This is an optimization exercise on Yosys and OpenROAD, whose aim is a short achievable clock period and few clock cycles per item, not a production implementation.
The RTL was checked by simulation tests, not by an equivalence proof against the original design.
The clock input has no modelled driver; a real chip could not lean on it and would need a root buffer or a full tree.
No activity file was given, so power comes from the tool's default toggle rates.

## comp_mult_top
module comp_mult_top
#(
    parameter logic [15:0] APB_BASE = '0   
) (
    input  logic  clk,
    input  logic  rst_n,
    input  cmul_types_pkg::addr_t paddr,
    input  logic  pwrite,
    input  cmul_types_pkg::reg_t  pwdata,
    input  logic  psel,
    output logic  pready,
    output cmul_types_pkg::reg_t  prdata,
    output logic  pslverr,
    output logic  mem_ce,
    output logic  mem_we,
    output cmul_types_pkg::addr_t mem_addr,
    output cmul_types_pkg::elem_t mem_wr_data,
    input  cmul_types_pkg::elem_t mem_rd_data
);
Size in the first run: ~3500 cells after synthesis, about 1000 flip-flops, about 42000 µm² of cells after synthesis.
==> flow/config.mk <==
export PLATFORM = sky130hd
export DESIGN_NAME = comp_mult_top
export DESIGN_NICKNAME = comp_mult_top
export VERILOG_FILES = /design/flow/design.v
export SDC_FILE = /design/flow/constraint.sdc
export NUM_CORES = 4
export LEC_CHECK = 0
export ABC_CLOCK_PERIOD_IN_PS = 1500
export CAP_MARGIN = 20
export CORE_MARGIN = 2
export CORE_UTILIZATION = 40
export SETUP_SLACK_MARGIN = 4.4
export SLEW_MARGIN = 20
==> flow/constraint.sdc <==
create_clock -name core_clock -period 6.5 [get_ports {clk}]
set_input_delay 1.3000 -clock core_clock [delete_from_list [all_inputs] [get_ports {clk}]]
set_output_delay 1.3000 -clock core_clock [all_outputs]
set_load 0.01 [all_outputs]
standard.sh (not shown) runs the stock make flow with config.mk's settings and CLKGATE_MAP_FILE= SYNTH_SCRIPT=/design/flow/synth_recipe.tcl, a recipe that flattens the netlist after the stock synthesis.
==> flow/flow/run.sh <==
#!/bin/bash
# Standard ORFS layout (the standard.sh), except that the clock tree is
# built by flow/mycts.tcl (a two-level buffer tree: 4 root buffers fed by the
# clock port, leaf buffers each driving a cluster of about 16 flip-flops) in
# place of TritonCTS. Everything else, synthesis included, is the standard flow.
set -euo pipefail
export MCTS_CLOCK_NET=clk
export MCTS_BUF=sky130_fd_sc_hd__clkbuf_16
export MCTS_ROOT_BUF=sky130_fd_sc_hd__clkbuf_16
export MCTS_SINKS_PER_LEAF=16
export MCTS_ROOTS=4
bash standard.sh finish PRE_CTS_TCL="$PWD/flow/mycts.tcl" > standard_flow.log 2>&1
Other scripts of this flow, unchanged in this note and not shown: flow/flow/mycts.tcl
Testbench counts at the start, summed over its fixed seeds: cycles 21,041, items 2,070.
Rerun with:
- SETUP_SLACK_MARGIN: 4.4 -> 4.6
What happened:
- cell area grows by 2.6%
- worst setup slack gets better by 48 ps
- utilization grows by 1.2 points
- critical path depth is unchanged
- via count grows by 1.1%
In every run of this note, the design's own scripts or RTL, not TritonCTS, make the clock network.

========
Setup of job 101:
Another version of the RTL of comp_mult_top (not shown whole).
Size in the first run: about 730 flip-flops, roughly 88 I/O pins, about 35000 µm² of cells after synthesis.
==> flow/config.mk <==
export PLATFORM = sky130hd
export DESIGN_NAME = comp_mult_top
export DESIGN_NICKNAME = comp_mult_top
export VERILOG_FILES = /design/flow/design.v
export SDC_FILE = /design/flow/constraint.sdc
export NUM_CORES = 4
export LEC_CHECK = 0
export ABC_CLOCK_PERIOD_IN_PS = 2000
export CAP_MARGIN = 20
export CORE_MARGIN = 2
export CORE_UTILIZATION = 60
export CTS_CLUSTER_DIAMETER = 80
export CTS_CLUSTER_SIZE = 30
export SETUP_SLACK_MARGIN = 4.2
export SLEW_MARGIN = 20
==> flow/constraint.sdc <==
create_clock -name core_clock -period 6.5 [get_ports {clk}]
set_input_delay 1.3000 -clock core_clock [delete_from_list [all_inputs] [get_ports {clk}]]
set_output_delay 1.3000 -clock core_clock [all_outputs]
set_load 0.01 [all_outputs]
run.sh (not shown) runs the stock make flow with config.mk's settings and CLKGATE_MAP_FILE= SYNTH_SCRIPT=/design/flow/synth_recipe.tcl, a recipe that flattens the netlist after the stock synthesis.
Stock flow here: none of the scripts above is used.
Job 101 completed; timing, DRC and antenna clean
Testbench counts of job 101, summed over its fixed seeds: cycles 21,019, items 2,070.
> inputs changed (job 101 -> job 102)
Settings: CORE_UTILIZATION now 40, was 60; CTS_CLUSTER_SIZE no longer set, was 30; CTS_CLUSTER_DIAMETER no longer set, was 80.
[summary]
Die area: job 102 > job 101
When job 102 is measured against job 101, its total track usage turns out 10 points lower.
Max number of global-route vias before repair across job 102 and job 101: job 101
Looking at uppermost signal routing layer after detailed routing, the met4 result is from job 102; the met5 one comes from job 101.
The worst path setup slack after routing was comparable across job 102 and job 101.
A critical-path cell with the highest stage delay of dfrtp_2 is what job 101 shows, while dfrtp_1 belongs to job 102.
Share of the cycle needed by the critical path after routing across job 102 and job 101: no real change.
Looking at the reports, job 102 completed the entire flow and the layout it produced met the timing, design-rule and antenna checks.

========
run A:
Another version of the RTL of comp_mult_top (not shown whole).
Size: roughly 88 I/O pins, about 42000 um2 of cells after synthesis.
## comp_mult_top
module comp_mult_top
#(
    parameter logic [15:0] APB_BASE = '0   
) (
    input  logic  clk,
    input  logic  rst_n,
    input  cmul_types_pkg::addr_t paddr,
    input  logic  pwrite,
    input  cmul_types_pkg::reg_t  pwdata,
    input  logic  psel,
    output logic  pready,
    output cmul_types_pkg::reg_t  prdata,
    output logic  pslverr,
    output logic  mem_ce,
    output logic  mem_we,
    output cmul_types_pkg::addr_t mem_addr,
    output cmul_types_pkg::elem_t mem_wr_data,
    input  cmul_types_pkg::elem_t mem_rd_data
);
clock: 6.5 ns
lec_check: 0
abc_clock_period_in_ps: 1500
cap_margin: 20
core_margin: 2
core_utilization: 40
setup_slack_margin: 4.8
slew_margin: 20
standard.sh (not shown) runs the stock make flow with config.mk's settings and CLKGATE_MAP_FILE= SYNTH_SCRIPT=/design/flow/synth_recipe.tcl, a recipe that flattens the netlist after the stock synthesis.
Scripts as last shown in full above: flow/flow/run.sh
Other scripts of this flow, unchanged in this note and not shown: flow/flow/mycts.tcl
The final layout from run A, which completed every stage, passed the timing, design-rule and antenna checks at the end of the flow.
Testbench counts of run A, summed over its fixed seeds: cycles 21,041, items 2,070.
[inputs] run B vs run A
# run A
export LEC_CHECK = 0
export ABC_CLOCK_PERIOD_IN_PS = 1500
export CAP_MARGIN = 20
export CORE_MARGIN = 2
export CORE_UTILIZATION = 40
export SETUP_SLACK_MARGIN = 4.8
export SLEW_MARGIN = 20
create_clock -name core_clock -period 6.5 [get_ports {clk}]
# run B
export LEC_CHECK = 0
export ABC_CLOCK_PERIOD_IN_PS = 1500
export CAP_MARGIN = 20
export CORE_MARGIN = 2
export CORE_UTILIZATION = 40
export SETUP_SLACK_MARGIN = 4.6
export SLEW_MARGIN = 20
create_clock -name core_clock -period 6.5 [get_ports {clk}]
--- outcome ---
- In run B, the peak supply drop came out 0.50% above the value in run A.
- Relative to run A, the combinational share of power of run B is lower by 0.4 points.
- | global router's overall resource usage | higher: run A |
In every run of this note, the design's own scripts or RTL, not TritonCTS, make the clock network.

## re-timing with driven ports
The results above use ideal ports. As a check the final layouts listed here were re-extracted and re-timed, cells and wires unchanged.
Step 1 assumes that a clkbuf_16 drives the clock port and a buf_2 every other input.
Step 2, shift: input delay + t, output delay - t, t = (earliest + latest rising clock arrival at the registers) / 2. This alone moves slack from input paths to output paths.
Three values: ideal, step 1, step 2; two values: the first two.
run | t (ns) | setup WS [ns] | clock arrival spread, ns | worst data-port slew with drivers (ns)
the first run of note 1 | 0.606 | 4.199 / 4.063 / 3.679 | 0.094 / 0.094 | 0.18
the second run of note 1 | 0.615 | 4.248 / 4.111 / 3.756 | 0.120 / 0.120 | 0.18
job 101 | 0.645 | 3.784 / 3.784 / 3.685 | 0.037 / 0.037 | 0.05
job 102 | 0.686 | 3.783 / 3.783 / 3.646 | 0.031 / 0.031 | 0.05
run A | 0.625 | 4.227 / 4.079 / 3.839 | 0.099 / 0.099 | 0.28
run B | 0.598 | 4.236 / 4.098 / 3.841 | 0.087 / 0.087 | 0.15
After both steps setup and hold are still met in every run listed. The setup slack of the first run of note 1, which loses most, moves by -0.136 ns with the drivers and by -0.520 ns with both steps.
